This design comes from an exercise in tuning for small area and a short achievable clock period on the open sky130 flow, not from production work.
No functional check of the RTL was part of any run shown here.
Power figures rest on the tool's default switching activity, not on a simulated workload.

File: design/flow/run.sh
#!/bin/bash
# synth_recipe.tcl (not shown) runs the flow's synth.tcl, then flattens the netlist and writes it again
# the make line also repeats each setting of config.mk as NAME=value (left out here)
make -C /OpenROAD-flow-scripts/flow DESIGN_CONFIG=/design/flow/config.mk WORK_HOME=/design/flow/orfs CLKGATE_MAP_FILE= SYNTH_SCRIPT=/design/flow/synth_recipe.tcl finish
File: design/flow/config.mk
export PLATFORM = sky130hd
export DESIGN_NAME = frameReadout
export DESIGN_NICKNAME = frameReadout
export VERILOG_FILES = /design/flow/design.v
export SDC_FILE = /design/flow/constraint.sdc
export NUM_CORES = 4
export LEC_CHECK = 0
export CAP_MARGIN = 20
export CORE_MARGIN = 2
export CORE_UTILIZATION = 40
export CTS_BUF_LIST = sky130_fd_sc_hd__clkbuf_8 sky130_fd_sc_hd__clkbuf_16
export CTS_CLUSTER_DIAMETER = 60
export CTS_CLUSTER_SIZE = 20
export SETUP_SLACK_MARGIN = 2.8
export SLEW_MARGIN = 20
File: design/flow/constraint.sdc
create_clock -name core_clock -period 5.0 [get_ports {clk}]
set_input_delay 1.0000 -clock core_clock [delete_from_list [all_inputs] [get_ports {clk}]]
set_output_delay 1.0000 -clock core_clock [all_outputs]
set_load 0.01 [all_outputs]
File: design/flow/design.v
`default_nettype none
package frameReadoutPkg;
	localparam int NumChan = 5;
	localparam int FrameWords = 18;
	localparam int AdrWidth = 5;
	localparam int ChanWidth = 3;
	localparam int DataWidth = 8;
	localparam int RingA = 16;
	localparam int RingB = 2;
	localparam int SlotWidth = 8;
	localparam logic [SlotWidth-1:0] SlotFirst = 8'd199;  
	localparam logic [SlotWidth-1:0] SlotLast = 8'd166;   
	localparam logic [SlotWidth-1:0] WinFirst = 8'd192;   
	localparam logic [SlotWidth-1:0] CapLast = 8'd240;    
	localparam logic [SlotWidth-1:0] FwdLast = 8'd238;    
	localparam logic [AdrWidth-1:0] WordLast = AdrWidth'(FrameWords - 1);
endpackage
`default_nettype wire
`timescale 1ns/1ns
`default_nettype none
module strobeSync (
	input logic clk,
	input logic rst,
	input logic [frameReadoutPkg::NumChan-1:0] strobe,
	input logic [frameReadoutPkg::NumChan-1:0] grant,
	output logic [frameReadoutPkg::NumChan-1:0] pending
);
	logic [frameReadoutPkg::NumChan-1:0] syncA;
	logic [frameReadoutPkg::NumChan-1:0] syncB;
	logic [frameReadoutPkg::NumChan-1:0] strobePrev;
	logic [frameReadoutPkg::NumChan-1:0] rise;
	assign rise = syncB & ~strobePrev;
	always_ff @(posedge clk or negedge rst) begin
		if (!rst) begin
			syncA <= '0;
			syncB <= '0;
			strobePrev <= '0;
			pending <= '0;
		end else begin
			syncA <= strobe;
			syncB <= syncA;
			strobePrev <= syncB;  
			pending <= (pending & ~grant) | rise;
		end
	end
endmodule
`default_nettype wire
`timescale 1ns/1ns
`default_nettype none
module readSequencer (
	input logic clk,
	input logic rst,
	input logic [frameReadoutPkg::NumChan-1:0] pending,
	output logic [frameReadoutPkg::NumChan-1:0] grant,
	output logic busy,
	output logic [frameReadoutPkg::SlotWidth-1:0] slotCnt,
	output logic [frameReadoutPkg::AdrWidth-1:0] wordCnt,
	output logic [frameReadoutPkg::NumChan-1:0] chanSel
);
	logic reading;
	logic [frameReadoutPkg::NumChan-1:0] lowest;
	logic slotEnd;
	assign lowest = pending & (~pending + 1'b1);
	assign grant = reading ? '0 : lowest;  
	assign busy = reading;
	assign slotEnd = (slotCnt == frameReadoutPkg::SlotLast);
	always_ff @(posedge clk or negedge rst) begin
		if (!rst) begin
			reading <= 1'b0;
		end else if (!reading) begin
			reading <= |pending;
		end else if (slotEnd && (wordCnt == frameReadoutPkg::WordLast)) begin
			reading <= 1'b0;  
		end
	end
	always_ff @(posedge clk) begin
		if (!reading) begin
			slotCnt <= frameReadoutPkg::SlotFirst;
			wordCnt <= '0;
			chanSel <= lowest;
		end else if (slotEnd) begin
			slotCnt <= frameReadoutPkg::SlotFirst;
			wordCnt <= wordCnt + 1'b1;
		end else begin
			slotCnt <= slotCnt + 1'b1;
		end
	end
endmodule
`default_nettype wire
`timescale 1ns/1ns
`default_nettype none
module frameBuffer (
	input logic clk,
	input logic wrEn,
	input logic [frameReadoutPkg::ChanWidth-1:0] wrChan,
	input logic [frameReadoutPkg::AdrWidth-1:0] wrAdr,
	input logic [frameReadoutPkg::DataWidth-1:0] wrData,
	input logic [frameReadoutPkg::NumChan-1:0] rdChan,  
	input logic [frameReadoutPkg::AdrWidth-1:0] rdAdr,
	input logic [frameReadoutPkg::SlotWidth-1:0] slotCnt,
	output logic [frameReadoutPkg::DataWidth-1:0] byteOut
);
	localparam int NC = frameReadoutPkg::NumChan;
	localparam int DW = frameReadoutPkg::DataWidth;
	localparam int RA = frameReadoutPkg::RingA;
	localparam int RB = frameReadoutPkg::RingB;
	logic [DW-1:0] ringA [NC][RA];
	logic [DW-1:0] ringB [NC][RB];
	logic [3:0] phase;
	logic [NC-1:0] wrSel;
	logic [NC-1:0] wrSelN;
	logic [4:0] wrPos;  
	logic [4:0] wrPosN;
	logic [DW-1:0] wrByte;
	logic [DW-1:0] wrByteN;
	logic fwdHit;
	logic [DW-1:0] dataReg;
	logic adrOk;
	logic [NC-1:0] chanDec;
	logic [4:0] posNext;
	logic fwdWin;
	logic capWin;
	logic matchA;
	logic matchB;
	logic [DW-1:0] tapByte;
	logic [RA+RB-1:0] posHit;   
	logic [RA+RB-1:0] posMiss;  
	logic [DW-1:0] ring0 [NC][RA+RB];  
	logic [DW-1:0] ringD [NC][RA+RB];
	assign adrOk = ~wrAdr[4] | (wrAdr[3:1] == 3'd0);
	always_comb begin
		for (int c = 0; c < NC; c++) begin
			chanDec[c] = (wrChan == frameReadoutPkg::ChanWidth'(c));
		end
	end
	assign posNext = wrAdr[4] ? {1'b1, 3'b000, wrAdr[0] ^ phase[0]} : {1'b0, phase - wrAdr[3:0]};
	assign fwdWin = (slotCnt >= frameReadoutPkg::WinFirst) && (slotCnt <= frameReadoutPkg::FwdLast);
	assign capWin = (slotCnt >= frameReadoutPkg::WinFirst) && (slotCnt <= frameReadoutPkg::CapLast);
	always_ff @(posedge clk) begin
		phase <= phase + 1'b1;
		wrSel <= chanDec & {NC{wrEn & adrOk}};
		wrSelN <= ~(chanDec & {NC{wrEn & adrOk}});
		wrPos <= posNext;
		wrPosN <= ~posNext;
		wrByte <= wrData;
		wrByteN <= ~wrData;
		fwdHit <= wrEn && fwdWin && ((chanDec & rdChan) != '0) && (wrAdr == rdAdr);
	end
	always_comb begin
		for (int p = 0; p < RA + RB; p++) begin
			posHit[p] = (wrPos == 5'(p));
			posMiss[p] = (wrPosN != ~5'(p));
		end
	end
	always_comb begin
		for (int c = 0; c < NC; c++) begin
			for (int p = 0; p < RA; p++) begin
				ring0[c][p] = ringA[c][p];
			end
			for (int q = 0; q < RB; q++) begin
				ring0[c][RA + q] = ringB[c][q];
			end
		end
	end
	always_comb begin
		for (int c = 0; c < NC; c++) begin
			for (int p = 0; p < RA + RB; p++) begin
				logic hit;
				logic miss;
				logic [DW-1:0] prev;
				logic [DW-1:0] wr;
				hit = ~(wrSelN[c] | posMiss[p]);
				miss = ~(wrSel[c] & posHit[p]);
				prev = (p < RA) ? ring0[c][(p + RA - 1) % RA] : ring0[c][RA + ((p - RA) ^ 1)];
				wr = p[0] ? wrByte : wrByteN;
				ringD[c][p] = ~((prev | {DW{hit}}) & ({DW{miss}} | wr));
			end
		end
	end
	always_ff @(posedge clk) begin
		for (int c = 0; c < NC; c++) begin
			for (int p = 0; p < RA; p++) begin
				ringA[c][p] <= ringD[c][p];
			end
			for (int q = 0; q < RB; q++) begin
				ringB[c][q] <= ringD[c][RA + q];
			end
		end
	end
	assign matchA = capWin && ~rdAdr[4] && (rdAdr[3:0] == phase);
	assign matchB = capWin && rdAdr[4] && (rdAdr[0] == phase[0]);
	always_comb begin
		tapByte = '0;
		for (int c = 0; c < NC; c++) begin
			tapByte = tapByte | (ringA[c][14] & {DW{rdChan[c] & matchA}})
				| (ringB[c][0] & {DW{rdChan[c] & matchB}});
		end
	end
	always_ff @(posedge clk) begin
		if (fwdHit) begin
			dataReg <= wrByte;
		end else if (matchA || matchB) begin
			dataReg <= tapByte;
		end
	end
	assign byteOut = dataReg;
endmodule
`default_nettype wire
`timescale 1ns/1ns
`default_nettype none
module uartTx (
	input logic clk,
	input logic rst,
	input logic reading,
	input logic [frameReadoutPkg::SlotWidth-1:0] slotCnt,
	input logic [frameReadoutPkg::DataWidth-1:0] byteIn,
	output logic txd
);
	logic [3:0] bitNo;
	assign bitNo = slotCnt[7:4];
	always_ff @(posedge clk or negedge rst) begin
		if (!rst) begin
			txd <= 1'b1;  
		end else if (!reading) begin
			txd <= 1'b1;
		end else if (bitNo[3]) begin
			txd <= (bitNo != 4'd15);
		end else begin
			txd <= byteIn[bitNo[2:0]];  
		end
	end
endmodule
`default_nettype wire
`timescale 1ns/1ns
`default_nettype none
module frameReadout (
	input logic clk,
	input logic rst,
	input logic [frameReadoutPkg::NumChan-1:0] strobe,
	input logic wrEn,
	input logic [frameReadoutPkg::ChanWidth-1:0] wrChan,
	input logic [frameReadoutPkg::AdrWidth-1:0] wrAdr,
	input logic [frameReadoutPkg::DataWidth-1:0] wrData,
	output logic txd,
	output logic busy
);
	logic [frameReadoutPkg::NumChan-1:0] pending;
	logic [frameReadoutPkg::NumChan-1:0] grant;
	logic [frameReadoutPkg::DataWidth-1:0] byteOut;
	logic [frameReadoutPkg::SlotWidth-1:0] slotCnt;
	logic [frameReadoutPkg::AdrWidth-1:0] wordCnt;
	logic [frameReadoutPkg::NumChan-1:0] chanSel;
	strobeSync i_strobeSync (
		.clk(clk),
		.rst(rst),
		.strobe(strobe),
		.grant(grant),
		.pending(pending)
	);
	readSequencer i_readSequencer (
		.clk(clk),
		.rst(rst),
		.pending(pending),
		.grant(grant),
		.busy(busy),
		.slotCnt(slotCnt),
		.wordCnt(wordCnt),
		.chanSel(chanSel)
	);
	frameBuffer i_frameBuffer (
		.clk(clk),
		.wrEn(wrEn),
		.wrChan(wrChan),
		.wrAdr(wrAdr),
		.wrData(wrData),
		.rdChan(chanSel),
		.rdAdr(wordCnt),
		.slotCnt(slotCnt),
		.byteOut(byteOut)
	);
	uartTx i_uartTx (
		.clk(clk),
		.rst(rst),
		.reading(busy),
		.slotCnt(slotCnt),
		.byteIn(byteOut),
		.txd(txd)
	);
endmodule
`default_nettype wire
==> results of run 1 <==
[stage by stage]
stage | utilization | hold WS [ps] | total power (uW)
5_1_grt | 0.450 | 367 | 12400
6_report | 0.450 | 348 | 12000
3_3_place_gp | 0.420 | 333 | 7910
4_1_cts | 0.448 | 355 | 12100
3_5_place_dp | 0.420 | 339 | 7920
2_1_floorplan | - | 331 | 7610
[final timing paths]
check,startpoint,to,slack (ps),cells past startpoint
min,rst,i_strobeSync.pending[3],350,1
max reg2reg,i_frameBuffer.wrPosN[3],i_frameBuffer.ringA[66][4],2740,4
max in group asynchronous,rst,i_readSequencer.reading,4280,1
min in group core_clock,i_strobeSync.syncA[2],i_strobeSync.syncB[2],350,0
min reg2reg,i_strobeSync.syncA[2],i_strobeSync.syncB[2],350,0
max,i_frameBuffer.wrPosN[3],i_frameBuffer.ringA[66][4],2740,4
[flip-flops by register name, indices dropped and copies added, names as in the netlist]
name                     cells
i_readSequencer.wordCnt      5
i_strobeSync.pending         5
i_frameBuffer.wrSel          5
i_frameBuffer.wrSelN         5
i_readSequencer.slotCnt      8
i_frameBuffer.fwdHit         1
i_readSequencer.chanSel      5
i_frameBuffer.phase          4
i_strobeSync.syncB           5
i_uartTx.txd                 1
i_frameBuffer.wrByteN        8
i_readSequencer.reading      1
i_frameBuffer.dataReg        8
i_frameBuffer.ringB         80
i_strobeSync.strobePrev      5
i_frameBuffer.wrByte         8
i_frameBuffer.ringA        640
i_strobeSync.syncA           5
i_frameBuffer.wrPosN         5
i_frameBuffer.wrPos          5
[synth_stat cells, drive strengths merged (4+ instances only)]
master  instances  area share
dfxtp         774        0.65
xnor2          11      0.0040
nand3          23      0.0048
nor3            8      0.0025
a22oi          17      0.0053
a222oi         16      0.0067
o22ai         720        0.19
nor2b          12      0.0031
o21ai          11      0.0023
edfxtp         13       0.016
a21oi          11      0.0023
clkbuf        101       0.016
dfrtp          21       0.022
nand2b          4      0.0010
a31oi           9      0.0024
xor2           11      0.0040
nor4            4      0.0013
nor2          118       0.019
inv            26      0.0041
nand2         134       0.021
nand4           5      0.0013
nor3b           4      0.0013
ha              8      0.0042
buf            21      0.0034
[metal layers]
layer,vias up,GRT usage,share of wire
met5,-,0,0
met4,0,0.113,0.047
met3,198,0.0477,0.078
met2,736,0.384,0.46
met1,8663,0.305,0.41
li1,7975,-,-
[cells by family after synthesis]
family / share of synthesized area
AOI/OAI and AO/OA: 0.211
adders and majority gates: 0.00503
muxes: 0.00278
buffers and inverters: 0.0235
xor gates and xnor gates: 0.00807
DFF: 0.688
and+or+nand+nor: 0.0616
[cell type report]
| class | count | area [um2] |
|---|---|---|
| Clock buffer | 58 | 1400 |
| Clock inverter | 16 | 170 |
| Fill cell | 5433 | 32400 |
| Inverter | 27 | 101 |
| Multi-Input combinational cell | 1160 | 7090 |
| Sequential cell | 809 | 16500 |
| Tap cell | 773 | 967 |
| Timing Repair Buffer | 43 | 382 |
[power groups by stage]
stage | registers, uW | logic [uW] | clock network [uW]
after floorplan | 7090 | 517 | 0
after global placement | 7260 | 647 | 0
after detailed placement | 7260 | 661 | 0
after CTS | 7110 | 670 | 4300
after global routing | 7150 | 740 | 4550
final | 7120 | 680 | 4250
[worst max-delay path: stages, from the launching register on]
cell	delay [ps]
dfxtp_1	360
nor3_1	460
nand2_1	540
nor2_1	580
o22ai_1	170
[repair_timing]
action	4_1_cts	5_1_grt
hold endpoints to repair	0	0
buffers inserted	1	0
resized for setup	39	43
gates cloned	0	0
endpoints found under the setup margin	346	489
==> impl_summary.txt, run 1 <==
----------------------------------------------------
[Timing]
  Worst relative slew slack ... 0.182
  RSZ-0062 raised after global routing ... yes
  Final worst slack ... 2740 ps
  Final-report setup violation count ... 0
  Count of endpoints failing hold in the final timing report ... 0
  Post-route clock period utilization ... 0.452
  Transition time at the pin with the least slew margin ... 1230 ps
  Highest clock frequency the design can meet ... between 400 and 500 MHz
  Final slew viol count ... 0
  Final critical delay including setup and external delays ... 2260 ps
  Setup skew after layout ... 27.2 ps
  TNS Setup ... 0 ps

[Logic synthesis]
  Ys Warns ... 8
  Number of cells produced by synthesis ... 2,118
  Average cell area after synthesis ... about 11 um2
  Distinct cell type count of the synthesized netlist ... 50
  Post-synth EDFFs ... 13
  Combined area of all synthesized cells ... 23,900 um2
  Share of flip-flops with an asynchronous set or reset ... 0.0272
  Syn_nets ... 2,151
  Most used flip-flop cell after synthesis ... dfxtp_1
  Flop and latch count out of synthesis ... slightly above 800
  Register area share after synthesis ... 0.688

[Pwr]
  Power share of the combinational group ... 0.056
  Clock network power share ... 0.353
  Leak ... 0.00987 uW
  Internal power summed over all cells ... 9210 uW
  Largest voltage drop on the vdd net ... 0.362 mV
  P_sw ... approximately 2800 uW
  Sw Ratio ... 0.236
  Power share of the sequential group ... 0.591
  Cell area power density ... approximately 450 nW/um2

[Hold path]
  Worst min-delay path category ... in2async

[Finish]
  Net count of the finished layout ... approximately 2,100
  Most common library cell in the layout ignoring fill and taps ... dfxtp_1
  Final antenna diode count ... 0
  Share of final-layout standard cells stronger than drive strength 1 ... 0.0885
  Most used cells in the layout excluding fill and tap cells ... 758 x dfxtp_1, 720 x o22ai_1, 128 x nand2_1, 66 x nor2_1, 53 x clkbuf_16
  Final Instance Area ... 26,600 um2
  Area growth syn-to-layout ... 11.3%
  Count of non-filler cells in the finished layout ... 2,886

[GRT]
  Pin count of the biggest net entering global routing ... 47
  Number of antenna violations at the first check in global routing ... 1
  Overflow after GRT ... 0
  Number of global-route vias before repair ... 17,326
  Wire length of the first global-routing pass ... 110 mm
  GRT Resource Usage Total ... 0.238

[Floorplan]
  I/O pin cnt ... 26
  Initial Utilization ... 0.405
  Die height ... 248 um
  Full die area ... 61,700 um2
  Area of the core region ... 59,000 um2
  Die W ... about 250 um
  Number of standard-cell rows in the floorplan ... 89

[CTS]
  Clock latency at the later pin of the worst-skew pair ... around 630 ps
  Total clock buffers created by CTS ... 50
  Clock-pin slew of the registers on the worst-case setup and hold paths ... 80 ps
  H-tree Lvls ... 2
  Number of hold buffers added after cts ... 0
  Largest buffer count on any clock path ... 3
  Root Driver ... clkbuf_16
  Clock Sink Count ... 809
  CTS tree ... done

[Placed design]
  Total instance count after detailed placement ... around 2,800
  Placement-stage cell area ... about 25,000 um2
  Pre-CTS setup slack ... 2120 ps
  Total half-perimeter wirelength after legalization and detailed placement ... roughly 42 mm
  Final weighted congestion of routability-driven global placement ... 0.886
  IO buf count ... 25

[Setup path]
  CP arrival ... 2730 ps
  Maximum fanout count along the critical path ... 8
  Setup crit end kind ... flop
  Worst Path Required ... 5470 ps
  Critical path launch point type ... flop
  Crit path kind ... reg2reg

[Detailed routing]
  Total routed wirelength ... 74.5 mm
  Mean routed wirelength per cell ... 25.8 um
  First DRT Iteration DRCs ... 1,911
  Mean number of vias per cell ... 6.09
  Total vias in the final route ... 17,572
  Pre-antenna DRT Iters ... 7
  DRT antenna net count ... 0
  Detailed-route DRC error count ... 0

[Status]
  Outcome ... complete, no violations

[Job]
  Number of maximum-capacitance constraint violations ... 0

----------------------------------------------------
==> run 2, diff against run 1 <==
==> design/flow/config.mk (replaced) <==
export PLATFORM = sky130hd
export DESIGN_NAME = frameReadout
export DESIGN_NICKNAME = frameReadout
export VERILOG_FILES = /design/flow/design.v
export SDC_FILE = /design/flow/constraint.sdc
export NUM_CORES = 4
export LEC_CHECK = 0
export CAP_MARGIN = 20
export CORE_MARGIN = 2
export CORE_UTILIZATION = 40
export SETUP_SLACK_MARGIN = 3.2
export SLEW_MARGIN = 20
==> run 2 against run 1 <==
Against the previous run:
- cell count increased by 4.1%
- power increased by 16%
- routed wire length increased by 2.3%
- synthesized cell count unchanged
==> impl_summary.txt, run 2 <==
----------------------------------------------------
[Floorplan]
  Die height ... 248 um
  Full die area ... 61,700 um2
  Area of the core region ... 59,000 um2
  Initial Utilization ... 0.405
  Number of standard-cell rows in the floorplan ... slightly below 90
  I/O pin cnt ... 26
  Die W ... about 250 um

[GRT]
  Pin count of the biggest net entering global routing ... 47
  Overflow after GRT ... 0
  GRT Resource Usage Total ... 0.245
  Number of global-route vias before repair ... 18,076
  Number of antenna violations at the first check in global routing ... 1
  Wire length of the first global-routing pass ... between 100 and 150 mm

[Logic synthesis]
  Average cell area after synthesis ... ~11 um2
  Top cell type by total area after synthesis ... dfxtp_1
  Share of flip-flops with an asynchronous set or reset ... 0.0272
  Register area share after synthesis ... 0.688
  Distinct cell type count of the synthesized netlist ... 50
  Fraction of post-synthesis cell area in the top cell type by area ... 0.649
  Post-synth EDFFs ... 13
  Synth top area cells ... dfxtp_1 65%, o22ai_1 19%, dfrtp_1 2.2%
  Number of cells produced by synthesis ... 2,118
  Most used flip-flop cell after synthesis ... dfxtp_1
  Flop and latch count out of synthesis ... 809
  Combined area of all synthesized cells ... 23,900 um2
  Most frequently used cell type in the post-synthesis netlist ... dfxtp_1
  Ys Warns ... 8
  Top cell types by occurrence after synthesis ... 774 x dfxtp_1, 720 x o22ai_1, 134 x nand2_1
  Syn_nets ... ~2,200

[Pwr]
  Largest voltage drop on the vdd net ... ~0.44 mV
  Leak ... 0.0110 uW
  Cell area power density ... around 480 nW/um2

[Detailed routing]
  Detailed-route DRC error count ... 0
  First DRT Iteration DRCs ... 1,959
  Total routed wirelength ... 76.2 mm
  DRT antenna net count ... 0
  Pre-antenna DRT Iters ... 7
  Mean number of vias per cell ... around 6
  Total vias in the final route ... roughly 18,000
  Mean routed wirelength per cell ... roughly 25 um

[Job]
  Number of maximum-capacitance constraint violations ... 0

[Timing]
  Final slew viol count ... 0
  Count of endpoints failing hold in the final timing report ... 0
  Highest clock frequency the design can meet ... 451 MHz
  Final worst slack ... 2780 ps
  Setup skew after layout ... 24.1 ps
  Final-report setup violation count ... 0
  Worst relative slew slack ... 0.269
  Final critical delay including setup and external delays ... roughly 2200 ps
  Post-route clock period utilization ... 0.444
  Tightest hold margin ... 349 ps
  TNS Setup ... 0 ps
  Transition time at the pin with the least slew margin ... approximately 1100 ps
  RSZ-0062 raised after global routing ... yes

[CTS]
  Root Driver ... clkbuf_16
  Clock latency at the later pin of the worst-skew pair ... 630 ps
  Clock-pin slew of the registers on the worst-case setup and hold paths ... 60 ps
  Total clock buffers created by CTS ... 79
  Clock Sink Count ... 809
  Largest buffer count on any clock path ... 3
  CTS tree ... done
  H-tree Lvls ... 3

[Finish]
  Net count of the finished layout ... between 2,000 and 2,500
  Register ranked first by flip-flop count ... i_frameBuffer.ringA
  Post-layout util ... 0.496
  Area growth syn-to-layout ... 22.7%
  Max FFs per register ... 640
  Fill count ... 5,141
  Final antenna diode count ... 0
  Count of non-filler cells in the finished layout ... 3,003
  Most used cells in the layout excluding fill and tap cells ... 739 x dfxtp_1, 687 x o22ai_1, 93 x nand2_1, 84 x nor2_4, 79 x clkbuf_16
  Most common library cell in the layout ignoring fill and taps ... dfxtp_1
  Share of final-layout standard cells stronger than drive strength 1 ... 0.201
  Registers with the most flip-flops ... i_frameBuffer.ringA (640), i_frameBuffer.ringB (80)

[Setup path]
  CP arrival ... around 1200 ps
  Number of stages on the worst setup path ... 1
  Library cell contributing the largest single delay on the critical path ... dfstp_2
  Critical path launch point type ... flop
  Maximum fanout count along the critical path ... 1
  Slowest cell delay on critical path ... 520 ps
  Setup crit end kind ... output port
  Worst Reg2Reg Path Length in Cells ... 6
  Total buffers and inverters traversed by the critical path ... 1
  Family with the most delay on the worst path ... flip-flops
  Cells along the critical path ... buf_6
  Crit path kind ... reg2out
  Worst Path Required ... 4000 ps

[Placed design]
  Final weighted congestion of routability-driven global placement ... 0.877
  IO buf count ... 25
  Total half-perimeter wirelength after legalization and detailed placement ... 42.3 mm
  Total instance count after detailed placement ... approximately 2,800
  Pre-CTS setup slack ... 2050 ps

[Hold path]
  Hold depth ... 0
  Worst min-delay path category ... reg2reg

[Status]
  Outcome ... complete, no violations

----------------------------------------------------
run 2: cell type report:
cell class | count | area, um2 | area share
flip-flops and latches | 809 | 16500 | 0.564
multi-input cells | 1160 | 8170 | 0.279
clock buffers | 118 | 2300 | 0.0786
well taps | 773 | 967 | 0.0330
repair buffers | 86 | 833 | 0.0284
clock inverters | 30 | 402 | 0.0137
inverters | 27 | 109 | 0.00372
run 2: path summary, 6_finish.rpt:
check	start	end	slack, ps
worst max-delay path	i_uartTx.txd	txd	2780
worst min-delay path	i_strobeSync.syncA[4]	i_strobeSync.syncB[4]	350
worst max register to register	i_frameBuffer.wrPos[2]	i_frameBuffer.ringA[37][3]	3120
worst min register to register	i_strobeSync.syncA[4]	i_strobeSync.syncB[4]	350
max in group asynchronous	rst	i_readSequencer.reading	4270
min in group asynchronous	rst	i_strobeSync.pending[4]	360
run 2: cell families after synthesis:
family	count (synthesis)	share of synthesized area
adders and majority gates	9	0.00503
AOI/OAI and AO/OA	792	0.211
xor gates and xnor gates	22	0.00807
DFF	809	0.688
muxes	4	0.00278
buffers and inverters	149	0.0235
and+or+nand+nor	333	0.0616
run 2: stage by stage:
stage               instance area [um2]  power, uW
global placement                  24800       7900
detailed placement                24800       7920
floorplan                         23900       7610
global route                      29300      14400
CTS                               28500      14000
finish                            29300      14000
run 2: metal layers:
metal  GRT usage  part of all wire  vias to the layer above
li1            -                 -                     8174
met1       0.318              0.42                     8942
met2       0.386              0.45                      872
met3      0.0456             0.083                      217
met4       0.133             0.046                        4
met5      0.0111            0.0014                        -
run 2: timing repair:
action	CTS	global route
setup buffers	29	18
hold buffers	0	0
resized for setup	224	135
pin swaps	11	17
endpoints found under the setup margin	727	711
run 2: power breakdown:
group / internal, uW / switching, uW / total (uW)
clock network: 3580 / 2510 / 6090
registers: 6860 / 328 / 7190
logic: 294 / 405 / 699
==> run 3, diff against run 2 <==
--- a/design/flow/config.mk
+++ b/design/flow/config.mk
@@ -8,5 +8,8 @@
 export CAP_MARGIN = 20
 export CORE_MARGIN = 2
 export CORE_UTILIZATION = 40
-export SETUP_SLACK_MARGIN = 3.2
+export CTS_BUF_LIST = sky130_fd_sc_hd__clkbuf_16
+export CTS_CLUSTER_DIAMETER = 80
+export CTS_CLUSTER_SIZE = 30
+export SETUP_SLACK_MARGIN = 2.8
 export SLEW_MARGIN = 20
==> run 3 against run 2 <==
Against the previous run:
- final area decreased by 11%
- synthesized cell count unchanged
- core utilization decreased by 5.6 points
- critical path depth increased by 3
- cell count decreased by 4.8%
- sequential share of layout area increased by 7.1 points
- synthesized area unchanged
- maximum frequency decreased by 6.5%
- still clean on timing, DRC and antenna
- setup slack got worse by 150 ps
- worst hold slack improved by 12 ps
- clock-buffer cell count decreased by 83
==> impl_summary.txt, run 3 <==
----------------------------------------------------
[Status]
  Outcome ... complete, no violations

[Floorplan]
  I/O pin cnt ... 26
  Initial Utilization ... 0.405
  Die height ... 248 um
  Number of standard-cell rows in the floorplan ... 89
  Area of the core region ... just under 60,000 um2
  Full die area ... a little over 60,000 um2
  Die W ... 248 um

[Setup path]
  Reg-to-Reg Start ... i_frameBuffer.wrPos[3]
  Worst Path Required ... ~5500 ps
  Maximum fanout count along the critical path ... 8
  Setup crit end kind ... flop
  Worst reg2reg setup slack ... roughly 2600 ps
  End of the worst register-to-register path ... i_frameBuffer.ringA[58][7]
  CP arrival ... 2900 ps
  Critical path launch point type ... flop
  Worst Reg2Reg Path Length in Cells ... 4
  Crit path kind ... reg2reg

[Detailed routing]
  Pre-antenna DRT Iters ... 6
  DRT antenna net count ... 0
  Total routed wirelength ... around 74 mm
  First DRT Iteration DRCs ... ~1,800
  Mean routed wirelength per cell ... ~26 um
  Detailed-route DRC error count ... 0
  Total vias in the final route ... roughly 18,000
  Mean number of vias per cell ... 6.13

[Finish]
  Registers with the most flip-flops ... i_frameBuffer.ringA (640), i_frameBuffer.ringB (80)
  Most used cells in the layout excluding fill and tap cells ... 758 x dfxtp_1, 720 x o22ai_1, 128 x nand2_1, 64 x nor2_1, 52 x nor2_2
  Final Instance Area ... 26,000 um2
  Count of non-filler cells in the finished layout ... 2,860
  Net count of the finished layout ... about 2,100
  Area growth syn-to-layout ... 8.80%
  Max FFs per register ... 640
  Register ranked first by flip-flop count ... i_frameBuffer.ringA
  Share of final-layout standard cells stronger than drive strength 1 ... 0.0781
  Most common library cell in the layout ignoring fill and taps ... dfxtp_1
  Final antenna diode count ... 0

[CTS]
  Clock Sink Count ... between 800 and 900
  H-tree Lvls ... 2
  Root Driver ... clkbuf_16
  Number of hold buffers added after cts ... 0
  Total clock buffers created by CTS ... 34
  Largest buffer count on any clock path ... 3
  CTS tree ... done
  Clock-pin slew of the registers on the worst-case setup and hold paths ... 110 ps
  Clock latency at the later pin of the worst-skew pair ... 600 ps

[Placed design]
  Final weighted congestion of routability-driven global placement ... 0.886
  IO buf count ... 25
  Total half-perimeter wirelength after legalization and detailed placement ... 41.8 mm
  Placement-stage cell area ... 24,800 um2
  Total instance count after detailed placement ... 2,811

[GRT]
  GRT Resource Usage Total ... 0.236
  Number of global-route vias before repair ... 17,102
  Pin count of the biggest net entering global routing ... 47
  Number of antenna violations at the first check in global routing ... 0
  Overflow after GRT ... 0
  Wire length of the first global-routing pass ... between 100 and 150 mm

[Timing]
  Highest clock frequency the design can meet ... around 420 MHz
  Setup skew after layout ... 25.6 ps
  Final-report setup violation count ... 0
  Transition time at the pin with the least slew margin ... 1270 ps
  Final slew viol count ... 0
  Post-route clock period utilization ... 0.475
  Final critical delay including setup and external delays ... approximately 2400 ps
  TNS Setup ... 0 ps
  Worst relative slew slack ... 0.150
  Count of endpoints failing hold in the final timing report ... 0
  RSZ-0062 raised after global routing ... yes

[Pwr]
  Largest voltage drop on the vdd net ... around 0.29 mV
  Cell area power density ... approximately 430 nW/um2
  Leak ... 0.00957 uW

[Logic synthesis]
  Average cell area after synthesis ... 11.3 um2
  Combined area of all synthesized cells ... 23,900 um2
  Register area share after synthesis ... 0.688
  Ys Warns ... 8
  Number of cells produced by synthesis ... 2,118
  Share of flip-flops with an asynchronous set or reset ... 0.0272
  Top cell types by occurrence after synthesis ... 774 x dfxtp_1, 720 x o22ai_1, 134 x nand2_1
  Fraction of post-synthesis cell area in the top cell type by area ... 0.649
  Syn_nets ... 2,151
  Distinct cell type count of the synthesized netlist ... 50
  Most frequently used cell type in the post-synthesis netlist ... dfxtp_1
  Post-synth EDFFs ... 13
  Flop and latch count out of synthesis ... 809
  Most used flip-flop cell after synthesis ... dfxtp_1
  Synth top area cells ... dfxtp_1 65%, o22ai_1 19%, dfrtp_1 2.2%
  Top cell type by total area after synthesis ... dfxtp_1

[Hold path]
  Sink of the worst hold path ... i_strobeSync.syncB[3]
  Worst min-delay path startpoint ... i_strobeSync.syncA[3]
  Hold depth ... 0
  Worst min-delay path category ... reg2reg

[Job]
  Number of maximum-capacitance constraint violations ... 0

----------------------------------------------------
## run 3: cell counts after synthesis
Identical to the previous run, type by type.
## run 3: kinds of logic (layout without fill, tap and decap cells)
family	count (synthesis)	in the layout	share of synthesized area
buffers and inverters	149	118	0.0235
flip-flops	809	809	0.688
AO/OA/AOI/OAI	792	792	0.211
multiplexers	4	4	0.00278
AND/OR/NAND/NOR	333	333	0.0616
XOR/XNOR	22	22	0.00807
adder cells (fa/ha/maj)	9	9	0.00503
## run 3: per-stage QoR
stage                     setup slack (ps)  total power (uW)   util  hold slack [ps]
final                                 2630             11100  0.440              361
after global routing                  2660             11500  0.440              376
after CTS                             2620             11100  0.438              364
after detailed placement              2120              7920  0.420              339
after global placement                2080              7910  0.420              333
after floorplan                       2810              7610      -              331
## run 3: worst max path at each step
stage                                        from                    endpoint  depth (start not counted)
final                      i_frameBuffer.wrPos[3]  i_frameBuffer.ringA[58][7]                          4
after global routing      i_frameBuffer.wrPosN[0]   i_frameBuffer.ringB[3][1]                          4
after CTS                 i_frameBuffer.wrPosN[3]  i_frameBuffer.ringA[72][4]                          4
after detailed placement                 wrAdr[1]      i_frameBuffer.wrPos[3]                          7
after global placement                   wrAdr[1]      i_frameBuffer.wrPos[3]                          7
after floorplan                          wrAdr[1]      i_frameBuffer.wrPos[3]                          6
## run 3: critical path, stage by stage (launching register included)
cell     delay [ps]
dfxtp_1         390
or3b_2          540
nor2_2          710
nand2_1         400
o22ai_1         280
## run 3: area by class of cell
class                           count  area, um2
Sequential cell                   809      16500
Tap cell                          773        967
Timing Repair Buffer               43        382
Clock buffer                       35        876
Multi-Input combinational cell   1160       7080
Clock inverter                     13        103
Inverter                           27        101
Fill cell                        5486      33000
## run 3: per-layer routing
layer,track usage,routed length [um]
met5,0,0
met3,0.0446,5660
met1,0.304,30900
met2,0.385,34400
met4,0.103,3270
## run 3: power by group
| group | internal, uW | switching, uW | leakage [uW] |
|---|---|---|---|
| Clock | 1310 | 1990 | 0.000490 |
| Combinational | 257 | 426 | 0.00220 |
| Sequential | 6850 | 272 | 0.00687 |
| Total | 8420 | 2690 | 0.00957 |
## run 3: what timing repair did
action / CTS / global route
gates resized for setup: 41 / 40
buffers inserted: 1 / 0
endpoints found under the setup margin: 359 / 446
cloned: 0 / 0
==> run 4, diff against run 3 <==
--- a/design/flow/design.v
+++ b/design/flow/design.v
@@ -108,98 +108,64 @@
 	logic [DW-1:0] ringB [NC][RB];
 	logic [3:0] phase;
 	logic [NC-1:0] wrSel;
-	logic [NC-1:0] wrSelN;
 	logic [4:0] wrPos;  
-	logic [4:0] wrPosN;
 	logic [DW-1:0] wrByte;
-	logic [DW-1:0] wrByteN;
 	logic fwdHit;
 	logic [DW-1:0] dataReg;
 	logic adrOk;
 	logic [NC-1:0] chanDec;
-	logic [4:0] posNext;
 	logic fwdWin;
 	logic capWin;
 	logic matchA;
 	logic matchB;
 	logic [DW-1:0] tapByte;
-	logic [RA+RB-1:0] posHit;   
-	logic [RA+RB-1:0] posMiss;  
-	logic [DW-1:0] ring0 [NC][RA+RB];  
-	logic [DW-1:0] ringD [NC][RA+RB];
 	assign adrOk = ~wrAdr[4] | (wrAdr[3:1] == 3'd0);
 	always_comb begin
 		for (int c = 0; c < NC; c++) begin
 			chanDec[c] = (wrChan == frameReadoutPkg::ChanWidth'(c));
 		end
 	end
-	assign posNext = wrAdr[4] ? {1'b1, 3'b000, wrAdr[0] ^ phase[0]} : {1'b0, phase - wrAdr[3:0]};
 	assign fwdWin = (slotCnt >= frameReadoutPkg::WinFirst) && (slotCnt <= frameReadoutPkg::FwdLast);
 	assign capWin = (slotCnt >= frameReadoutPkg::WinFirst) && (slotCnt <= frameReadoutPkg::CapLast);
 	always_ff @(posedge clk) begin
 		phase <= phase + 1'b1;
 		wrSel <= chanDec & {NC{wrEn & adrOk}};
-		wrSelN <= ~(chanDec & {NC{wrEn & adrOk}});
-		wrPos <= posNext;
-		wrPosN <= ~posNext;
+		wrPos <= wrAdr[4] ? {1'b1, 3'b000, wrAdr[0] ^ phase[0]} : {1'b0, phase - wrAdr[3:0]};
 		wrByte <= wrData;
-		wrByteN <= ~wrData;
 		fwdHit <= wrEn && fwdWin && ((chanDec & rdChan) != '0) && (wrAdr == rdAdr);
 	end
-	always_comb begin
-		for (int p = 0; p < RA + RB; p++) begin
-			posHit[p] = (wrPos == 5'(p));
-			posMiss[p] = (wrPosN != ~5'(p));
-		end
-	end
-	always_comb begin
+	always_ff @(posedge clk) begin
 		for (int c = 0; c < NC; c++) begin
 			for (int p = 0; p < RA; p++) begin
-				ring0[c][p] = ringA[c][p];
+				if (wrSel[c] && (wrPos == 5'(p))) begin
+					ringA[c][p] <= wrByte ^ {DW{p[0]}};
+				end else begin
+					ringA[c][p] <= ~ringA[c][(p + RA - 1) % RA];
+				end
 			end
 			for (int q = 0; q < RB; q++) begin
-				ring0[c][RA + q] = ringB[c][q];
+				if (wrSel[c] && (wrPos == 5'(16 + q))) begin
+					ringB[c][q] <= wrByte ^ {DW{q[0]}};
+				end else begin
+					ringB[c][q] <= ~ringB[c][1 - q];
+				end
 			end
 		end
 	end
-	always_comb begin
-		for (int c = 0; c < NC; c++) begin
-			for (int p = 0; p < RA + RB; p++) begin
-				logic hit;
-				logic miss;
-				logic [DW-1:0] prev;
-				logic [DW-1:0] wr;
-				hit = ~(wrSelN[c] | posMiss[p]);
-				miss = ~(wrSel[c] & posHit[p]);
-				prev = (p < RA) ? ring0[c][(p + RA - 1) % RA] : ring0[c][RA + ((p - RA) ^ 1)];
-				wr = p[0] ? wrByte : wrByteN;
-				ringD[c][p] = ~((prev | {DW{hit}}) & ({DW{miss}} | wr));
-			end
-		end
-	end
-	always_ff @(posedge clk) begin
-		for (int c = 0; c < NC; c++) begin
-			for (int p = 0; p < RA; p++) begin
-				ringA[c][p] <= ringD[c][p];
-			end
-			for (int q = 0; q < RB; q++) begin
-				ringB[c][q] <= ringD[c][RA + q];
-			end
-		end
-	end
-	assign matchA = capWin && ~rdAdr[4] && (rdAdr[3:0] == phase);
-	assign matchB = capWin && rdAdr[4] && (rdAdr[0] == phase[0]);
+	assign matchA = ~rdAdr[4] && (rdAdr[3:0] == phase);
+	assign matchB = rdAdr[4] && (rdAdr[0] == phase[0]);
 	always_comb begin
 		tapByte = '0;
 		for (int c = 0; c < NC; c++) begin
-			tapByte = tapByte | (ringA[c][14] & {DW{rdChan[c] & matchA}})
-				| (ringB[c][0] & {DW{rdChan[c] & matchB}});
+			if (rdChan[c]) begin
+				tapByte = tapByte | (rdAdr[4] ? ringB[c][0] : ringA[c][14]);
+			end
 		end
 	end
 	always_ff @(posedge clk) begin
 		if (fwdHit) begin
 			dataReg <= wrByte;
-		end else if (matchA || matchB) begin
+		end else if (capWin && (matchA || matchB)) begin
 			dataReg <= tapByte;
 		end
 	end
--- a/design/flow/config.mk
+++ b/design/flow/config.mk
@@ -8,8 +8,4 @@
 export CAP_MARGIN = 20
 export CORE_MARGIN = 2
 export CORE_UTILIZATION = 40
-export CTS_BUF_LIST = sky130_fd_sc_hd__clkbuf_16
-export CTS_CLUSTER_DIAMETER = 80
-export CTS_CLUSTER_SIZE = 30
-export SETUP_SLACK_MARGIN = 2.8
 export SLEW_MARGIN = 20
==> run 4 against run 3 <==
Against the previous run:
- clock-buffer cell count grew 89
- die area grew 8.2%
- non-clock buffer count is the same
- clock skew grew 3.9 ps
- synthesized cell count grew 11%
- critical endpoint is now i_frameBuffer.ringA[23][4]
- maximum frequency shrank 25%
- synthesized area grew 8.4%
- critical path type unchanged
==> impl_summary.txt, run 4 <==
----------------------------------------------------
[CTS]
  Number of hold buffers added after cts ... 0
  CTS tree ... done
  Root Driver ... clkbuf_16
  Clock-pin slew of the registers on the worst-case setup and hold paths ... about 60 ps
  Post-CTS setup-driven buffer insertion count ... 0
  Total clock buffers created by CTS ... 80
  Clock Sink Count ... 791
  Clock latency at the later pin of the worst-skew pair ... just over 600 ps
  Largest buffer count on any clock path ... 3
  H-tree Lvls ... 3
  Post-cts gate resize count ... 0

[Timing]
  Worst relative slew slack ... 0.310
  TNS Setup ... 0 ps
  Highest clock frequency the design can meet ... 316 MHz
  Setup skew after layout ... a little under 30 ps
  Final slew viol count ... 0
  Count of endpoints failing hold in the final timing report ... 0
  RSZ-0062 raised after global routing ... no
  Final worst slack ... 1840 ps
  Transition time at the pin with the least slew margin ... 1030 ps
  Post-route clock period utilization ... 0.632
  Final critical delay including setup and external delays ... 3160 ps
  Final-report setup violation count ... 0
  Tightest hold margin ... 343 ps

[Floorplan]
  Die W ... 258 um
  Die height ... 258 um
  I/O pin cnt ... 26
  Full die area ... 66,700 um2
  Area of the core region ... approximately 64,000 um2
  Initial Utilization ... 0.403
  Number of standard-cell rows in the floorplan ... 93

[Logic synthesis]
  Register area share after synthesis ... 0.621
  Syn_nets ... approximately 2,400
  Average cell area after synthesis ... 11.0 um2
  Top cell type by total area after synthesis ... dfxtp_1
  Top cell types by occurrence after synthesis ... 756 x dfxtp_1, 377 x nor2_1, 364 x a21oi_1
  Xor and xnor fraction of the mapped netlist area ... 0.00778
  Synth top area cells ... dfxtp_1 58%, mux2i_1 14%, a21oi_1 7.0%
  Share of flip-flops with an asynchronous set or reset ... 0.0278
  Mux share of post-synthesis cell area ... 0.159
  Main combinational cell family by area after synthesis ... multiplexers
  Post-synth EDFFs ... 13
  Synthesized-area fraction occupied by adder cells ... 0.00512
  Distinct cell type count of the synthesized netlist ... 52
  Fraction of the mapped netlist area in compound gates ... 0.0832
  Combined area of all synthesized cells ... 25,900 um2
  Ys Warns ... 6
  Number of cells produced by synthesis ... 2,355
  Fraction of post-synthesis cell area in the top cell type by area ... 0.585
  Synthesized-area fraction occupied by and/or/nand/nor cells ... 0.0942
  Most used flip-flop cell after synthesis ... dfxtp_1
  Flop and latch count out of synthesis ... 791
  Most frequently used cell type in the post-synthesis netlist ... dfxtp_1

[Finish]
  Registers with the most flip-flops ... i_frameBuffer.ringA (640), i_frameBuffer.ringB (80)
  Register ranked first by flip-flop count ... i_frameBuffer.ringA
  Max FFs per register ... 640
  Area growth syn-to-layout ... 13.3%
  Total area of multi-input combinational cells ... 9060 um2
  Final Instance Area ... 29,300 um2
  Final antenna diode count ... 0
  Storage cell area ... 16,100 um2
  Most common library cell in the layout ignoring fill and taps ... dfxtp_1
  Count of non-filler cells in the finished layout ... 3,232
  Share of final-layout standard cells stronger than drive strength 1 ... 0.0989
  Fill count ... 5,850
  Net count of the finished layout ... 2,349
  Most used cells in the layout excluding fill and tap cells ... 747 x dfxtp_1, 377 x nor2_1, 364 x a21oi_1, 362 x mux2i_1, 83 x clkbuf_16

[Placed design]
  Placement-stage cell area ... 26,700 um2
  Final weighted congestion of routability-driven global placement ... a little over 0.8
  Pre-CTS setup slack ... between 1500 and 2000 ps
  IO buf count ... 25
  Total half-perimeter wirelength after legalization and detailed placement ... 34.3 mm
  Total instance count after detailed placement ... 3,088

[Setup path]
  Maximum fanout count along the critical path ... 12
  Critical path launch point type ... flop
  CP arrival ... approximately 3700 ps
  Worst Path Required ... 5520 ps
  Crit path kind ... reg2reg
  Setup crit end kind ... flop

[Detailed routing]
  Mean routed wirelength per cell ... about 18 um
  First DRT Iteration DRCs ... 1,213
  Total routed wirelength ... 58.3 mm
  Total vias in the final route ... roughly 16,000
  Mean number of vias per cell ... 4.98
  Pre-antenna DRT Iters ... 8
  Detailed-route DRC error count ... 0
  DRT antenna net count ... 0

[GRT]
  Number of global-route vias before repair ... around 16,000
  GRT Resource Usage Total ... 0.174
  Overflow after GRT ... 0
  Wire length of the first global-routing pass ... 91.9 mm
  Number of antenna violations at the first check in global routing ... 0
  Pin count of the biggest net entering global routing ... 60

[Pwr]
  Power share of the combinational group ... 0.042
  Cell area power density ... 458 nW/um2
  Internal power summed over all cells ... 10,500 uW
  Leak ... between 0.01 and 0.015 uW
  Largest voltage drop on the vdd net ... between 0.2 and 0.3 mV
  Power share of the sequential group ... 0.516
  Sw Ratio ... 0.219
  Clock network power share ... 0.442
  P_sw ... 2940 uW

[Job]
  Number of maximum-capacitance constraint violations ... 0

[Hold path]
  Worst min-delay path category ... reg2reg

[Status]
  Outcome ... complete, no violations

----------------------------------------------------
run 4: worst max-delay path: stages (launching register included):
cell and delay, ps:
dfxtp_1 510, and2b_1 630, nand3_2 680, nor2b_1 950, mux2i_1 290
run 4: per-stage QoR:
| step | utilization | total power [uW] |
|---|---|---|
| finish | 0.457 | 13400 |
| global route | 0.457 | 13900 |
| CTS | 0.457 | 13600 |
| detailed placement | 0.416 | 7620 |
| global placement | 0.416 | 7590 |
| floorplan | - | 7360 |
run 4: path summary, 6_finish.rpt:
kind                                        startpoint                    endpoint  slack, ps  cells after the start
worst max register to register  i_frameBuffer.wrPos[1]  i_frameBuffer.ringA[23][4]       1840                      4
worst min register to register   i_strobeSync.syncA[2]       i_strobeSync.syncB[2]        340                      0
worst max-delay path            i_frameBuffer.wrPos[1]  i_frameBuffer.ringA[23][4]       1840                      4
min in group asynchronous                          rst       i_strobeSync.syncB[2]        900                      1
worst min-delay path             i_strobeSync.syncA[2]       i_strobeSync.syncB[2]        340                      0
max in group asynchronous                          rst       i_strobeSync.syncB[1]       3530                      1
run 4: layout make-up:
cell class,instances,area share
clock buffers,124,0.0805
clock inverters,20,0.00922
inverters,18,0.00230
multi-input cells,1381,0.309
flip-flops and latches,791,0.549
well taps,855,0.0365
repair buffers,43,0.0131
run 4: metal layers:
layer	part of all wire	track usage	vias up
li1	-	-	7914
met2	0.43	0.263	407
met4	0.021	0.0544	0
met3	0.059	0.0367	86
met1	0.49	0.250	7697
met5	0	0	-
run 4: kinds of logic (layout without fill, tap and decap cells):
| kind of cell | Yosys count | in the layout |
|---|---|---|
| xor+xnor | 23 | 23 |
| simple gates | 538 | 538 |
| compound gates | 406 | 406 |
| fa+ha+maj | 10 | 10 |
| buf+inv | 183 | 205 |
| flops | 791 | 791 |
| mux | 404 | 404 |
run 4: power by group through the flow:
stage / sequential [uW] / clock, uW / combinational (uW)
6_report: 6930 / 5950 / 561
4_1_cts: 6930 / 6070 / 563
5_1_grt: 6970 / 6330 / 617
2_1_floorplan: 6920 / 0 / 439
3_3_place_gp: 7050 / 0 / 536
3_5_place_dp: 7060 / 0 / 558
==> run 5, diff against run 4 <==
--- a/design/flow/config.mk
+++ b/design/flow/config.mk
@@ -8,4 +8,5 @@
 export CAP_MARGIN = 20
 export CORE_MARGIN = 2
 export CORE_UTILIZATION = 40
+export SETUP_SLACK_MARGIN = 3.2
 export SLEW_MARGIN = 20
==> run 5 against run 4 <==
Against the previous run:
- via count is 1.9% higher
- setup slack improved by 910 ps
- synthesized area unchanged
- cell count is 2.3% higher
- routed wire length rose by 4.0%
- global-route usage grew 0.63 points
- maximum frequency up 41%
- sequential power barely moved
- non-clock buffer count up 73
- worst hold slack gained 7.6 ps
- critical path type is now reg2out
- largest power group unchanged
- highest routed layer unchanged
==> impl_summary.txt, run 5 <==
----------------------------------------------------
[Status]
  Outcome ... complete, no violations

[Timing]
  Count of endpoints failing hold in the final timing report ... 0
  Worst relative slew slack ... 0.374
  Final critical delay including setup and external delays ... 2250 ps
  Final slew viol count ... 0
  RSZ-0062 raised after global routing ... yes
  Highest clock frequency the design can meet ... 445 MHz
  Post-route clock period utilization ... 0.449
  Transition time at the pin with the least slew margin ... 935 ps
  Setup skew after layout ... between 15 and 20 ps
  TNS Setup ... 0 ps
  Final-report setup violation count ... 0

[Logic synthesis]
  Register area share after synthesis ... 0.621
  Synth top area cells ... dfxtp_1 58%, mux2i_1 14%, a21oi_1 7.0%
  Most used flip-flop cell after synthesis ... dfxtp_1
  Share of flip-flops with an asynchronous set or reset ... 0.0278
  Most frequently used cell type in the post-synthesis netlist ... dfxtp_1
  Fraction of post-synthesis cell area in the top cell type by area ... 0.585
  Top cell types by occurrence after synthesis ... 756 x dfxtp_1, 377 x nor2_1, 364 x a21oi_1
  Combined area of all synthesized cells ... 25,900 um2
  Flop and latch count out of synthesis ... 791
  Average cell area after synthesis ... 11.0 um2
  Number of cells produced by synthesis ... 2,355
  Syn_nets ... about 2,400
  Top cell type by total area after synthesis ... dfxtp_1
  Distinct cell type count of the synthesized netlist ... 52
  Ys Warns ... 6
  Post-synth EDFFs ... 13

[Floorplan]
  Die W ... 258 um
  Initial Utilization ... 0.403
  Full die area ... about 67,000 um2
  Area of the core region ... 64,200 um2
  I/O pin cnt ... 26
  Number of standard-cell rows in the floorplan ... a little over 90
  Die height ... about 260 um

[Finish]
  Registers with the most flip-flops ... i_frameBuffer.ringA (640), i_frameBuffer.ringB (80)
  Final Instance Area ... roughly 31,000 um2
  Final antenna diode count ... 0
  Register ranked first by flip-flop count ... i_frameBuffer.ringA
  Area growth syn-to-layout ... 20.2%
  Max FFs per register ... 640
  Post-layout util ... 0.484
  Most common library cell in the layout ignoring fill and taps ... dfxtp_1
  Most used cells in the layout excluding fill and tap cells ... 742 x dfxtp_1, 376 x nor2_1, 364 x a21oi_1, 362 x mux2i_1, 82 x clkbuf_16
  Net count of the finished layout ... 2,421
  Share of final-layout standard cells stronger than drive strength 1 ... 0.164

[Setup path]
  Worst reg2reg setup slack ... 3180 ps
  End of the worst register-to-register path ... i_frameBuffer.ringA[65][7]
  Worst Reg2Reg Path Length in Cells ... 4
  Slowest cell delay on critical path ... between 500 and 600 ps
  Worst Path Required ... roughly 4000 ps
  Family with the most delay on the worst path ... flip-flops
  Cells along the critical path ... buf_6
  Critical path launch point type ... flop
  CP arrival ... about 1300 ps
  Maximum fanout count along the critical path ... 1
  Reg-to-Reg Start ... i_frameBuffer.wrSel[4]
  Crit path kind ... reg2out
  Total buffers and inverters traversed by the critical path ... 1
  Setup crit end kind ... output port
  Library cell contributing the largest single delay on the critical path ... dfstp_2

[GRT]
  Pin count of the biggest net entering global routing ... 68
  Overflow after GRT ... 0
  Wire length of the first global-routing pass ... 94.5 mm
  GRT Resource Usage Total ... 0.180
  Number of global-route vias before repair ... 16,373
  Number of antenna violations at the first check in global routing ... 0

[Hold path]
  Hold depth ... 0
  Worst min-delay path startpoint ... i_strobeSync.syncA[4]
  Worst min-delay path category ... reg2reg
  Sink of the worst hold path ... i_strobeSync.syncB[4]

[CTS]
  Clock Sink Count ... between 700 and 800
  Clock latency at the later pin of the worst-skew pair ... around 630 ps
  Total clock buffers created by CTS ... a little under 80
  H-tree Lvls ... 3
  Clock-pin slew of the registers on the worst-case setup and hold paths ... 60 ps
  CTS tree ... done
  Root Driver ... clkbuf_16
  Largest buffer count on any clock path ... 3

[Pwr]
  Sw Ratio ... 0.229
  Leak ... between 0.01 and 0.015 uW
  Power share of the sequential group ... 0.517
  Internal power summed over all cells ... 10,300 uW
  Power share of the combinational group ... 0.049
  P_sw ... between 3000 and 4000 uW
  Cell area power density ... 431 nW/um2
  Clock network power share ... 0.433
  Largest voltage drop on the vdd net ... just under 0.3 mV

[Detailed routing]
  Detailed-route DRC error count ... 0
  Mean routed wirelength per cell ... 18.3 um
  Total vias in the final route ... around 16,000
  DRT antenna net count ... 0
  Pre-antenna DRT Iters ... 6
  Mean number of vias per cell ... between 4 and 5
  Total routed wirelength ... just over 60 mm
  First DRT Iteration DRCs ... 1,370

[Placed design]
  Final weighted congestion of routability-driven global placement ... 0.783
  Total half-perimeter wirelength after legalization and detailed placement ... 33.9 mm
  Placement-stage cell area ... 26,700 um2
  IO buf count ... 25

[Job]
  Number of maximum-capacitance constraint violations ... 0

----------------------------------------------------
[run 5: layer usage]
| metal | GRT usage | up-vias | part of all wire |
|---|---|---|---|
| li1 | - | 8075 | - |
| met1 | 0.249 | 7833 | 0.47 |
| met2 | 0.282 | 402 | 0.44 |
| met3 | 0.0327 | 102 | 0.056 |
| met4 | 0.0679 | 0 | 0.028 |
| met5 | 0 | - | 0 |
[run 5: worst max path at each step]
stage,start,to,slack (ps),depth (start not counted)
finish,i_uartTx.txd,txd,2750,1
global route,i_uartTx.txd,txd,2720,1
CTS,i_uartTx.txd,txd,2720,1
detailed placement,i_frameBuffer.wrPos[0],i_frameBuffer.ringA[41][5],1970,4
global placement,i_frameBuffer.wrPos[0],i_frameBuffer.ringA[41][2],2150,4
floorplan,wrAdr[0],i_frameBuffer.wrPos[1],3170,3
[run 5: metrics by stage]
step	total power (uW)	std cells	setup slack [ps]	hold WS (ps)
3_3_place_gp	7600	3087	2150	336
2_1_floorplan	7380	2355	3170	331
5_1_grt	13900	3305	2720	355
6_report	13400	3305	2750	350
3_5_place_dp	7630	3087	1970	337
4_1_cts	13500	3272	2720	351
[run 5: cells by family (layout without fill, tap and decap cells)]
family / count (synthesis) / count (layout) / share of synthesized area
adder cells (fa/ha/maj): 10 / 10 / 0.00513
buffers and inverters: 183 / 278 / 0.0293
XOR/XNOR: 23 / 23 / 0.00778
flip-flops: 791 / 791 / 0.621
AO/OA/AOI/OAI: 406 / 406 / 0.0832
AND/OR/NAND/NOR: 538 / 538 / 0.0942
multiplexers: 404 / 404 / 0.159
[run 5: layout make-up]
type / count / area, um2
timing repair buffer: 116 / 1490
clock inverter: 29 / 256
inverter: 18 / 70.1
clock buffer: 115 / 2320
tap: 855 / 1070
fill: 5650 / 33100
sequential: 791 / 16100
multi-input combinational: 1381 / 9770
[run 5: power by group through the flow]
stage / clock network (uW) / logic, uW / registers (uW)
3_3_place_gp: 0 / 547 / 7050
2_1_floorplan: 0 / 459 / 6920
4_1_cts: 5910 / 614 / 6930
5_1_grt: 6210 / 719 / 6960
6_report: 5810 / 662 / 6930
3_5_place_dp: 0 / 565 / 7060
[run 5: what timing repair did]
action / CTS / global route
pin swaps: 16 / 10
hold buffers: 0 / 0
setup endpoints to repair: 743 / 535
gates resized for setup: 121 / 57
buffers inserted: 41 / 33
==> run 6, diff against run 5 <==
--- a/design/flow/config.mk
+++ b/design/flow/config.mk
@@ -8,5 +8,5 @@
 export CAP_MARGIN = 20
 export CORE_MARGIN = 2
 export CORE_UTILIZATION = 40
-export SETUP_SLACK_MARGIN = 3.2
+export SETUP_SLACK_MARGIN = 2.8
 export SLEW_MARGIN = 20
==> run 6 against run 5 <==
Against the previous run:
- still clean on timing, DRC and antenna
- worst hold slack lost 4.1 ps
- power shrank 1.3%
- non-clock buffer count shrank 63
- setup slack lost 15 ps
- critical endpoint is now i_frameBuffer.ringA[61][2]
==> impl_summary.txt, run 6 <==
----------------------------------------------------
[Status]
  Outcome ... complete, no violations

[GRT]
  Global-route track usage on met2 ... 0.267
  GRT Resource Usage Total ... 0.175
  Met3 track demand over resource in global routing ... 0.0320
  Number of antenna violations at the first check in global routing ... 0
  Number of global-route vias before repair ... 15,964
  Overflow after GRT ... 0
  Pin count of the biggest net entering global routing ... 64
  Wire length of the first global-routing pass ... between 90 and 100 mm
  GR Layer Usage met1 ... 0.250
  GR peak layer ... met2

[CTS]
  Total clock buffers created by CTS ... 79
  H-tree Lvls ... 3
  Clock latency at the later pin of the worst-skew pair ... just over 600 ps
  Root Driver ... clkbuf_16
  Number of hold buffers added after cts ... 0
  Clock Sink Count ... roughly 790
  Largest buffer count on any clock path ... 3
  Clock-pin slew of the registers on the worst-case setup and hold paths ... around 60 ps
  CTS tree ... done

[Logic synthesis]
  Average cell area after synthesis ... 11.0 um2
  Distinct cell type count of the synthesized netlist ... 52
  Top cell types by occurrence after synthesis ... 756 x dfxtp_1, 377 x nor2_1, 364 x a21oi_1
  Number of cells produced by synthesis ... 2,355
  Top cell type by total area after synthesis ... dfxtp_1
  Synth top area cells ... dfxtp_1 58%, mux2i_1 14%, a21oi_1 7.0%
  Combined area of all synthesized cells ... 25,900 um2
  Most frequently used cell type in the post-synthesis netlist ... dfxtp_1
  Fraction of post-synthesis cell area in the top cell type by area ... 0.585
  Ys Warns ... 6
  Share of flip-flops with an asynchronous set or reset ... 0.0278
  Syn_nets ... 2,389
  Register area share after synthesis ... 0.621
  Flop and latch count out of synthesis ... 791
  Post-synth EDFFs ... 13
  Most used flip-flop cell after synthesis ... dfxtp_1

[Floorplan]
  Initial Utilization ... 0.403
  Die W ... between 200 and 300 um
  Area of the core region ... ~64,000 um2
  I/O pin cnt ... 26
  Full die area ... approximately 67,000 um2
  Number of standard-cell rows in the floorplan ... 93
  Die height ... between 200 and 300 um

[Setup path]
  Setup crit end kind ... flop
  Critical path launch point type ... flop
  Maximum fanout count along the critical path ... 13
  Worst Reg2Reg Path Length in Cells ... 5
  Library cell contributing the largest single delay on the critical path ... nor2_2
  Total buffers and inverters traversed by the critical path ... 1
  Cells along the critical path ... nor2_1, buf_4, nand3_2, nor2_2, mux2i_1
  Worst Path Required ... 5540 ps
  Crit path kind ... reg2reg
  Worst reg2reg setup slack ... 2740 ps
  Slowest cell delay on critical path ... about 570 ps
  Family with the most delay on the worst path ... simple AND/OR/NAND/NOR gates
  CP arrival ... between 2000 and 3000 ps
  End of the worst register-to-register path ... i_frameBuffer.ringA[61][2]
  Reg-to-Reg Start ... i_frameBuffer.wrPos[4]

[Timing]
  Worst relative slew slack ... 0.352
  Highest clock frequency the design can meet ... roughly 440 MHz
  Final critical delay including setup and external delays ... 2260 ps
  TNS Setup ... 0 ps
  Final-report setup violation count ... 0
  Tightest hold margin ... 346 ps
  Transition time at the pin with the least slew margin ... 971 ps
  Final slew viol count ... 0
  Setup skew after layout ... 22.4 ps
  RSZ-0062 raised after global routing ... yes
  Count of endpoints failing hold in the final timing report ... 0
  Post-route clock period utilization ... 0.452

[Job]
  Number of maximum-capacitance constraint violations ... 0

[Detailed routing]
  Total vias in the final route ... 16,265
  Pre-antenna DRT Iters ... 8
  First DRT Iteration DRCs ... roughly 1,300
  DRT antenna net count ... 0
  Mean routed wirelength per cell ... 18.1 um
  Detailed-route DRC error count ... 0
  Total routed wirelength ... 58.5 mm
  Mean number of vias per cell ... 5.02

[Placed design]
  IO buf count ... 25
  Total instance count after detailed placement ... 3,086
  Total half-perimeter wirelength after legalization and detailed placement ... 34.3 mm
  Final weighted congestion of routability-driven global placement ... approximately 0.8

[Finish]
  Registers with the most flip-flops ... i_frameBuffer.ringA (640), i_frameBuffer.ringB (80)
  Fill count ... 5,823
  Most used cells in the layout excluding fill and tap cells ... 744 x dfxtp_1, 377 x nor2_1, 364 x a21oi_1, 362 x mux2i_1, 81 x clkbuf_16
  Most common library cell in the layout ignoring fill and taps ... dfxtp_1
  Max FFs per register ... 640
  Net count of the finished layout ... 2,358
  Share of final-layout standard cells stronger than drive strength 1 ... 0.117
  Area growth syn-to-layout ... 14.4%
  Final antenna diode count ... 0
  Count of non-filler cells in the finished layout ... 3,242
  Register ranked first by flip-flop count ... i_frameBuffer.ringA

[Hold path]
  Worst min-delay path category ... reg2reg
  Worst min-delay path startpoint ... i_strobeSync.syncA[3]
  Hold depth ... 0
  Sink of the worst hold path ... i_strobeSync.syncB[3]

[Pwr]
  Cell area power density ... around 450 nW/um2
  Largest voltage drop on the vdd net ... 0.299 mV
  Leak ... 0.0129 uW

----------------------------------------------------
## run 6: cell count changes in the layout (fill, tap and decap cells not counted), moves of 5 or more
| cell | previous run | this run |
|---|---|---|
| buf_12 | 39 | 6 |
| nand2_1 | 11 | 26 |
| clkbuf_1 | 19 | 27 |
| buf_4 | 39 | 22 |
| nand3_1 | 7 | 29 |
| buf_6 | 13 | 2 |
| nand2_4 | 5 | 0 |
| clkinv_2 | 20 | 14 |
| nand2_2 | 16 | 7 |
| nand3_4 | 22 | 1 |
| clkdlybuf4s50_1 | 16 | 23 |
## run 6: layout make-up
cell class	instances	area, um2	share of cell area
clock buffers	120	2290	0.0775
clock inverters	24	204	0.00689
inverters	18	67.6	0.00228
multi-input cells	1381	9310	0.315
flip-flops and latches	791	16100	0.544
well taps	855	1070	0.0361
repair buffers	53	538	0.0182
## run 6: kinds of logic after synthesis
kind of cell,count (synthesis),synth area share
xor gates and xnor gates,23,0.00778
buffers and inverters,183,0.0293
and+or+nand+nor,538,0.0942
AOI/OAI and AO/OA,406,0.0832
muxes,404,0.159
DFF,791,0.621
adders and majority gates,10,0.00513
## run 6: through the flow
stage                     setup slack [ps]  area (um2)  total power, uW   util
final                                 2740       29600            13200  0.461
after global placement                1960       26700             7590  0.415
after global routing                  2660       29600            13700  0.461
after CTS                             2720       29500            13300  0.459
after floorplan                       2940       25900             7370      -
after detailed placement              1830       26700             7610  0.415
## run 6: per-layer routing
metal  routed length, um  vias to the layer above  part of all wire
met5                   0                        -                 0
met1               28600                     7826              0.49
met2               25300                      377              0.43
met4                1760                        0             0.030
li1                    -                     7942                 -
met3                2930                      120             0.050
## run 6: worst max-delay path by stage
stage	startpoint	to	slack (ps)	cells after the start
2_1_floorplan	i_readSequencer.wordCnt[4]	i_frameBuffer.dataReg[0]	2940	4
3_3_place_gp	i_frameBuffer.wrPos[1]	i_frameBuffer.ringA[39][2]	1960	4
3_5_place_dp	i_frameBuffer.wrPos[1]	i_frameBuffer.ringA[39][5]	1830	4
4_1_cts	i_uartTx.txd	txd	2720	1
5_1_grt	i_frameBuffer.wrPos[4]	i_frameBuffer.ringA[61][2]	2660	5
6_report	i_frameBuffer.wrPos[4]	i_frameBuffer.ringA[61][2]	2740	5
## run 6: where the power goes
| group | internal, uW | switching (uW) |
|---|---|---|
| logic | 252 | 328 |
| registers | 6690 | 241 |
| clock network | 3280 | 2420 |
| total | 10200 | 2990 |
## run 6: repair_timing
item,CTS,global route
gates cloned,0,0
buffers inserted,8,4
endpoints found under the setup margin,677,102
resized for setup,54,13
pin swaps,1,5

-- static timing again, ports no longer ideal --
The results above use ideal ports. As a check the final layouts listed here were re-extracted and re-timed, cells and wires unchanged. Step 1 assumes that a clkbuf_16 drives the clock port and a buf_2 every other input. Step 2 moves the port delays by t, midway between the first and last clock arrival at a register: inputs arrive t later, outputs are due t later. That takes back most of the time a late clock gives input paths. Three values: no drivers, after step 1, after step 2; two values: the first two.
run	t, ns	slack for setup (ns)	hold slack, ns	worst setup path after step 2	clock arrival spread, ns
run 1	0.676	2.741 / 2.714 / 2.297	0.348 / 0.314 / 0.348	input to register	0.027 / 0.028
run 2	0.675	2.780 / 2.722 / 2.605	0.349 / 0.326 / 0.349	input to register	0.026 / 0.027
run 3	0.645	2.626 / 2.626 / 2.303	0.361 / 0.334 / 0.361	input to register	0.030 / 0.031
run 4	0.662	1.838 / 1.838 / 1.838	0.343 / 0.343 / 0.343	register to register	0.032 / 0.032
run 5	0.679	2.753 / 2.693 / 2.618	0.350 / 0.350 / 0.350	input to register	0.020 / 0.020
run 6	0.673	2.738 / 2.700 / 2.248	0.346 / 0.346 / 0.346	input to register	0.023 / 0.023
After both steps setup and hold are still met in every run listed. The setup slack of run 6, which loses most, moves by -0.038 ns with the drivers and by -0.490 ns with both steps.
